This design comes from an exercise in tuning for small area, a short achievable clock period and few clock cycles per item on the open sky130 flow, not from production work.
RTL that was checked went through simulation tests only; none was proved equivalent to the original.
The flow treats the clock pin as an ideal source, which a real chip does not have.
Power is estimated from default activity; no workload was simulated.

==> 02-24 <==
## afu_region_top
module afu_region_top (
   input  logic                   i_clk,
   input  logic                   i_arst_n,
   input  logic                   i_req,
   input  logic [3-1:0]  i_req_pid,
   input  logic [1:0]             i_req_op,
   input  logic [4-1:0] i_req_addr,
   input  logic [64-1:0] i_req_wdata,
   output logic                   o_ack,
   output logic [64-1:0] o_rsp_rdata,
   output afu_region_pkg::afu_status_e            o_rsp_status
);
clock: 4.0 ns
lec_check: 0
cap_margin: 20
core_margin: 2
core_utilization: 65
cts_cluster_diameter: 100
cts_cluster_size: 30
place_density: 0.75
setup_slack_margin: 2.2
slew_margin: 20
synth_hierarchical: 1
standard.sh (not shown) runs the stock make flow with config.mk's settings and CLKGATE_MAP_FILE= SYNTH_SCRIPT=/design/flow/synth_recipe.tcl, a recipe that flattens the netlist after the stock synthesis.
==> flow/flow/run.sh <==
#!/bin/bash
set -euo pipefail
here=$(cd "$(dirname "${BASH_SOURCE[0]}")" && pwd)
export BUFFER_PORTS_ARGS="-buffer_cell sky130_fd_sc_hd__buf_2"
export POST_CTS_TCL="$here/post_cts.tcl"
bash standard.sh > standard.log 2>&1
==> flow/flow/post_cts.tcl <==
set block [ord::get_db_block]
set clk_net [$block findNet i_clk]
set removed 0
foreach it [$clk_net getITerms] {
  set inst [$it getInst]
  set master [[$inst getMaster] getName]
  if {![string match "sky130_fd_sc_hd__clkbuf_*" $master]} { continue }
  set out_net ""
  foreach oit [$inst getITerms] {
    if {[$oit isOutputSignal]} { set out_net [$oit getNet] }
  }
  if {$out_net eq ""} { continue }
  set loads {}
  set all_bufs 1
  foreach lit [$out_net getITerms] {
    if {[$lit getInst] eq $inst} { continue }
    lappend loads $lit
    if {![string match "sky130_fd_sc_hd__clkbuf_*" [[[$lit getInst] getMaster] getName]]} { set all_bufs 0 }
  }
  set port_pins [expr {[llength [$clk_net getITerms]] - 1 + [llength $loads]}]
  if {!$all_bufs || $port_pins > 4 || [llength [$out_net getBTerms]] > 0} { continue }
  puts "post_cts: removing clock root buffer [$inst getName] ($master), port now drives $port_pins pins"
  foreach lit $loads {
    $lit disconnect
    $lit connect $clk_net
  }
  $it disconnect
  odb::dbInst_destroy $inst
  odb::dbNet_destroy $out_net
  incr removed
  break
}
if {$removed} {
  estimate_parasitics -placement
  report_clock_skew
  report_worst_slack -max
  report_worst_slack -min
}
==> inputs of 02-26, as changes to 02-24 <==
--- a/flow/design.v
+++ b/flow/design.v
@@ -14,203 +14,140 @@
       HS_ACK       = 2'd2,
       HS_WAIT_DROP = 2'd3
    } afu_hs_state_e;
 endpackage
 `timescale 1ns/1ns
-module afu_null_port #(
-   parameter int NS = 4       
-) (
+module afu_null_port (
    input  logic                   i_clk,
    input  logic                   i_arst_n,
-   input  logic [NS-1:0]          i_wr,         
-   input  logic [64-1:0] i_wdata,
+   input  logic                   i_wr,         
+   input  logic [64-1:0] i_wdata_q,
    output logic [64-1:0] o_scratch,
    output logic                   o_vld
 );
-   localparam int SW = 64 / NS;
+   logic scr_wr_q;
    always_ff @(posedge i_clk or negedge i_arst_n) begin
-      if (!i_arst_n)    o_vld <= 1'b0;
-      else if (i_wr[0]) o_vld <= 1'b1;
+      if (!i_arst_n) begin
+         scr_wr_q <= 1'b0;
+         o_vld    <= 1'b0;
+      end else begin
+         scr_wr_q <= i_wr;
+         if (scr_wr_q) o_vld <= 1'b1;
+      end
    end
    always_ff @(posedge i_clk) begin
-      for (int s = 0; s < NS; s++) begin
-         if (i_wr[s]) o_scratch[s*SW +: SW] <= i_wdata[s*SW +: SW];
-      end
+      if (scr_wr_q) o_scratch <= i_wdata_q;
    end
 endmodule
 `timescale 1ns/1ns
-module afu_lb_port #(
-   parameter int NS = 4       
-) (
+module afu_lb_port (
    input  logic                   i_clk,
    input  logic                   i_arst_n,
-   input  logic [NS*4-1:0] i_wr,    
+   input  logic [4-1:0] i_wr,       
    input  logic                   i_cnt_wr,     
-   input  logic [64-1:0] i_wdata,
+   input  logic [64-1:0] i_wdata_q,
    output logic [4*64-1:0] o_buf,    
    output logic [4-1:0] o_vld,
    output logic [16-1:0] o_cnt
 );
-   localparam int SW = 64 / NS;
+   logic [4-1:0] buf_wr_q;
+   logic                     cnt_wr_q;
    always_ff @(posedge i_clk or negedge i_arst_n) begin
       if (!i_arst_n) begin
-         o_vld <= '0;
-         o_cnt <= '0;
+         buf_wr_q <= '0;
+         o_vld    <= '0;
+         cnt_wr_q <= 1'b0;
+         o_cnt    <= '0;
       end else begin
-         o_vld <= o_vld | i_wr[4-1:0];
-         if (i_cnt_wr) o_cnt <= o_cnt + 1'b1;
+         buf_wr_q <= i_wr;
+         o_vld    <= o_vld | buf_wr_q;
+         cnt_wr_q <= i_cnt_wr;
+         if (cnt_wr_q) o_cnt <= o_cnt + 1'b1;
       end
    end
    always_ff @(posedge i_clk) begin
-      for (int s = 0; s < NS; s++) begin
-         for (int i = 0; i < 4; i++) begin
-            if (i_wr[s*4 + i])
-               o_buf[i*64 + s*SW +: SW] <= i_wdata[s*SW +: SW];
-         end
+      for (int i = 0; i < 4; i++) begin
+         if (buf_wr_q[i]) o_buf[i*64 +: 64] <= i_wdata_q;
       end
    end
 endmodule
 `timescale 1ns/1ns
-module afu_wr_predec (
-   input  logic [3-1:0]  i_pid,
-   input  logic [1:0]             i_op,
-   input  logic [4-1:0] i_addr,
-   output logic                   o_wr,         
-   output logic                   o_ahi0,       
-   output logic [3:0]             o_alo,        
-   output logic [5-1:0] o_pid      
-);
-   assign o_wr   = (i_op == 2'd1);
-   assign o_ahi0 = (i_addr[3:2] == 2'd0);
-   for (genvar a = 0; a < 4; a++) begin : gen_alo
-      assign o_alo[a] = (i_addr[1:0] == 2'(a));
-   end
-   for (genvar p = 0; p < 5; p++) begin : gen_pid
-      assign o_pid[p] = (i_pid == 3'(p));
-   end
-endmodule
-module afu_and6 (
-   input  logic i_a,
-   input  logic i_b,
-   input  logic i_c,
-   input  logic i_d,
-   input  logic i_e,
-   input  logic i_f,
-   output logic o_y
-);
-   assign o_y = i_a && i_b && i_c && i_d && i_e && i_f;
-endmodule
-module afu_req_decode #(
-   parameter int NS = 4       
-) (
+module afu_req_decode (
    input  logic                   i_clk,
    input  logic                   i_arst_n,
    input  logic                   i_req,
    input  logic [3-1:0]  i_req_pid,
    input  logic [1:0]             i_req_op,
    input  logic [4-1:0] i_req_addr,
-   output logic [NS*2*4-1:0] o_word_wr,
+   input  logic [64-1:0] i_req_wdata,
+   output logic [2*4-1:0] o_word_wr,     
    output logic                   o_cnt_wr,          
+   output logic [64-1:0] o_wdata_q,         
    output afu_region_pkg::afu_status_e o_status
 );
-   logic ack_q;
-   logic take;
+   logic                      ack_q;
+   logic                      take;
+   logic                      wr;
+   logic [5-1:0] pid_is;
+   logic [4-1:0]  addr_is;
    assign take = i_req && !ack_q;
-   for (genvar s = 0; s < NS; s++) begin : gen_slice
-      logic                      wr;
-      logic                      ahi0;
-      logic [3:0]                alo;
-      logic [5-1:0] pid;
-      afu_wr_predec u_predec (
-         .i_pid   (i_req_pid),
-         .i_op    (i_req_op),
-         .i_addr  (i_req_addr),
-         .o_wr    (wr),
-         .o_ahi0  (ahi0),
-         .o_alo   (alo),
-         .o_pid   (pid)
-      );
-      for (genvar p = 0; p < 5; p++) begin : gen_port
-         if (p == 1) begin : gen_lb
-            for (genvar a = 0; a < 4; a++) begin : gen_word
-               afu_and6 u_wr (
-                  .i_a (i_req),
-                  .i_b (!ack_q),
-                  .i_c (wr),
-                  .i_d (ahi0),
-                  .i_e (alo[a]),
-                  .i_f (pid[p]),
-                  .o_y (o_word_wr[s*2*4 + 4 + a])
-               );
-            end
-         end else begin : gen_null
-            localparam int S = (p == 0) ? 0 : p - 1;
-            afu_and6 u_wr (
-               .i_a (i_req),
-               .i_b (!ack_q),
-               .i_c (wr),
-               .i_d (ahi0),
-               .i_e (alo[4'h1]),
-               .i_f (pid[p]),
-               .o_y (o_word_wr[s*2*4 + S])
-            );
+   assign wr   = take && (i_req_op == 2'd1);
+   for (genvar p = 0; p < 5; p++) begin : gen_pid
+      assign pid_is[p] = (i_req_pid == 3'(p));
+   end
+   for (genvar a = 0; a < 4; a++) begin : gen_addr
+      assign addr_is[a] = (i_req_addr == 4'(a));
+   end
+   for (genvar p = 0; p < 5; p++) begin : gen_port
+      if (p == 1) begin : gen_lb
+         for (genvar a = 0; a < 4; a++) begin : gen_word
+            assign o_word_wr[4+a]  = wr && pid_is[p] && addr_is[a];
          end
+      end else begin : gen_null
+         localparam int S = (p == 0) ? 0 : p - 1;
+         assign o_word_wr[S]  = wr && pid_is[p] && (i_req_addr == 4'h1);
       end
    end
-   assign o_cnt_wr = take && (i_req_op == 2'd1) && (i_req_pid == 3'(1));
+   assign o_cnt_wr  = wr && pid_is[1];
    always_ff @(posedge i_clk or negedge i_arst_n) begin
       if (!i_arst_n) ack_q <= 1'b0;
       else           ack_q <= i_req;
    end
    always_ff @(posedge i_clk) begin
       if (i_req_pid >= 3'(5)) o_status <= afu_region_pkg::RSP_BAD_PID;
       else if (i_req_op[1])                         o_status <= afu_region_pkg::RSP_BAD_OP;
       else                                          o_status <= afu_region_pkg::RSP_OK;
+      o_wdata_q <= i_req_wdata;
    end
 endmodule
 `timescale 1ns/1ns
-module afu_port_execute #(
-   parameter int NS = 4       
-) (
+module afu_port_execute (
    input  logic                   i_clk,
    input  logic                   i_arst_n,
-   input  logic [NS*2*4-1:0] i_word_wr,    
+   input  logic [2*4-1:0] i_word_wr,
    input  logic                   i_cnt_wr,
-   input  logic [64-1:0] i_wdata,
+   input  logic [64-1:0] i_wdata_q,
    output logic [2*4*64-1:0] o_word,
    output logic [2*4-1:0] o_word_vld,
    output logic [16-1:0] o_cnt
 );
-   for (genvar k = 0; k < 5 - 1; k++) begin : gen_null
-      logic [NS-1:0] wr;
-      for (genvar s = 0; s < NS; s++) begin : gen_slice
-         assign wr[s] = i_word_wr[s*2*4 + k];
-      end
-      afu_null_port #(
-         .NS (NS)
-      ) u_null (
+   for (genvar s = 0; s < 5 - 1; s++) begin : gen_null
+      afu_null_port u_null (
          .i_clk     (i_clk),
          .i_arst_n  (i_arst_n),
-         .i_wr      (wr),
-         .i_wdata   (i_wdata),
-         .o_scratch (o_word[k*64 +: 64]),
-         .o_vld     (o_word_vld[k])
+         .i_wr      (i_word_wr[s]),
+         .i_wdata_q (i_wdata_q),
+         .o_scratch (o_word[s*64 +: 64]),
+         .o_vld     (o_word_vld[s])
       );
    end
-   logic [NS*4-1:0] lb_wr;
-   for (genvar s = 0; s < NS; s++) begin : gen_lb_wr
-      assign lb_wr[s*4 +: 4] =
-         i_word_wr[s*2*4 + 4 +: 4];
-   end
-   afu_lb_port #(
-      .NS (NS)
-   ) u_lb (
+   afu_lb_port u_lb (
       .i_clk     (i_clk),
       .i_arst_n  (i_arst_n),
-      .i_wr      (lb_wr),
+      .i_wr      (i_word_wr[4 +: 4]),
       .i_cnt_wr  (i_cnt_wr),
-      .i_wdata   (i_wdata),
+      .i_wdata_q (i_wdata_q),
       .o_buf     (o_word[4*64 +: 4*64]),
       .o_vld     (o_word_vld[4 +: 4]),
       .o_cnt     (o_cnt)
    );
 endmodule
@@ -410,38 +347,36 @@
    input  logic [64-1:0] i_req_wdata,
    output logic                   o_ack,
    output logic [64-1:0] o_rsp_rdata,
    output afu_region_pkg::afu_status_e            o_rsp_status
 );
-   localparam int NS = 4;     
-   logic [NS*2*4-1:0] dec_word_wr;
+   logic [2*4-1:0] dec_word_wr;
    logic                       dec_cnt_wr;
+   logic [64-1:0]     dec_wdata_q;
    afu_region_pkg::afu_status_e dec_status;
    logic [2*4*64-1:0] exe_word;
    logic [2*4-1:0] exe_word_vld;
    logic [16-1:0]   exe_cnt;
-   afu_req_decode #(
-      .NS (NS)
-   ) u_decode (
+   afu_req_decode u_decode (
       .i_clk       (i_clk),
       .i_arst_n    (i_arst_n),
       .i_req       (i_req),
       .i_req_pid   (i_req_pid),
       .i_req_op    (i_req_op),
       .i_req_addr  (i_req_addr),
+      .i_req_wdata (i_req_wdata),
       .o_word_wr   (dec_word_wr),
       .o_cnt_wr    (dec_cnt_wr),
+      .o_wdata_q   (dec_wdata_q),
       .o_status    (dec_status)
    );
-   afu_port_execute #(
-      .NS (NS)
-   ) u_execute (
+   afu_port_execute u_execute (
       .i_clk      (i_clk),
       .i_arst_n   (i_arst_n),
       .i_word_wr  (dec_word_wr),
       .i_cnt_wr   (dec_cnt_wr),
-      .i_wdata    (i_req_wdata),
+      .i_wdata_q  (dec_wdata_q),
       .o_word     (exe_word),
       .o_word_vld (exe_word_vld),
       .o_cnt      (exe_cnt)
    );
    afu_rsp_result u_result (
--- a/flow/config.mk
+++ b/flow/config.mk
@@ -3,10 +3,11 @@
 export DESIGN_NICKNAME = afu_region_top
 export VERILOG_FILES = /design/flow/design.v
 export SDC_FILE = /design/flow/constraint.sdc
 export NUM_CORES = 4
 export LEC_CHECK = 0
+export ABC_AREA = 1
 export CAP_MARGIN = 20
 export CORE_MARGIN = 2
 export CORE_UTILIZATION = 65
 export CTS_CLUSTER_DIAMETER = 100
 export CTS_CLUSTER_SIZE = 30
==> inputs of 11-12, as changes to 02-24 <==
--- a/flow/config.mk
+++ b/flow/config.mk
@@ -9,8 +9,8 @@
 export CORE_MARGIN = 2
 export CORE_UTILIZATION = 65
 export CTS_CLUSTER_DIAMETER = 100
 export CTS_CLUSTER_SIZE = 30
 export PLACE_DENSITY = 0.75
-export SETUP_SLACK_MARGIN = 2.2
+export SETUP_SLACK_MARGIN = 2.1
 export SLEW_MARGIN = 20
 export SYNTH_HIERARCHICAL = 1
==> comparison <==
Setup slack: 02-26 > 02-24 > 11-12. Clock power is about the same in 02-24 and 11-12. Maximum frequency: 11-12 < 02-24 < 02-26. Between 11-12 and 02-26, the lower die area is in 11-12 (gap about 9%, measured against 02-26). Against 11-12, the sequential share of layout area of 02-26 is higher by 1.6 points. In 11-12 the count of clock-buffer cells in the layout is lower than in 02-26, by 4. In 11-12 the utilization is higher than in 02-26, by 3.4 points. Against 11-12, the register-to-register slack of 02-26 is better by 0.15 ns. The highest wire length belongs to 02-24, the lowest to 11-12.
==> figures <==
| metric | 02-24 | 02-26 | 11-12 |
|---|---|---|---|
| Result of the run | finished clean | finished clean | finished clean |
| Final core utilization | 77.39% | 71.61% | 74.97% |
| Comb pwr share | 3.4% | 1.5% | 2.9% |
| Fin crit share | 47.52% | 44.50% | 49.06% |
| Pre-Repair DR Iteration Count | 6 | 6 | 5 |
| GPL Wtd Cong | 0.8236 | 0.8279 | 0.8006 |
| Worst-case reg-to-reg path depth | 7 | 1 | 4 |
| Most common cell after layout, fill and taps aside | sky130_fd_sc_hd__edfxtp_1 | sky130_fd_sc_hd__nand2_1 | sky130_fd_sc_hd__edfxtp_1 |
| Number of fill cells in the layout | 1,987 | 2,598 | 2,100 |
| Relative contribution of the clock network to total power | 28.8% | 28.7% | 28.9% |
| Multi-Input Combinational | 705 | 1,302 | 705 |
| Relative area of clock buffers and inverters in the final design | 2.612% | 2.694% | 2.696% |
| Multi-input gate area in the final layout | 5557 um^2 | 5562 um^2 | 5340 um^2 |
| Met2 WL post-DR | 25,720 um | 24,470 um | 24,800 um |
| Detailed-route vias per instance | 6.460 | 5.332 | 6.446 |
| Routed length per placed instance | 24.77 um | 18.04 um | 24.20 um |
| GRT met1 Usage | 38.21% | 34.55% | 37.30% |
| Worst path bufs/invs | 3 | 1 | 1 |
| Nature of the critical path startpoint | input pin | flop | input pin |
Testbench counts of 02-26, summed over its fixed seeds: cycles 6,400, items 3,200.
For 02-24 and 11-12, only the layout was checked, not whether the RTL still works.

## what the ideal ports hide
The flow's constraints put no driver on any port. The routed layouts listed below were extracted and timed again, unchanged, in two steps.
Step 1, drivers: a clkbuf_16 drives i_clk and a buf_2 each remaining input, both assumed.
Step 2 also shifts input and output timing later by t, the mid clock arrival at the registers, as if the neighbouring blocks saw the same clock.
Slacks: no drivers / after step 1 / after step 2; pairs: no drivers / after step 1.
run	t, ns	setup slack, ns	worst setup path after step 2
02-24	0.502	2.099 / 2.044 / 1.542	input to register
02-26	0.526	2.220 / 2.141 / 1.738	input to register
11-12	0.502	2.037 / 2.064 / 1.562	input to register
After both steps every run listed still meets setup and hold. For 02-24, which loses most, drivers alone change the setup slack by -0.055 ns; drivers and shift together by -0.557 ns.
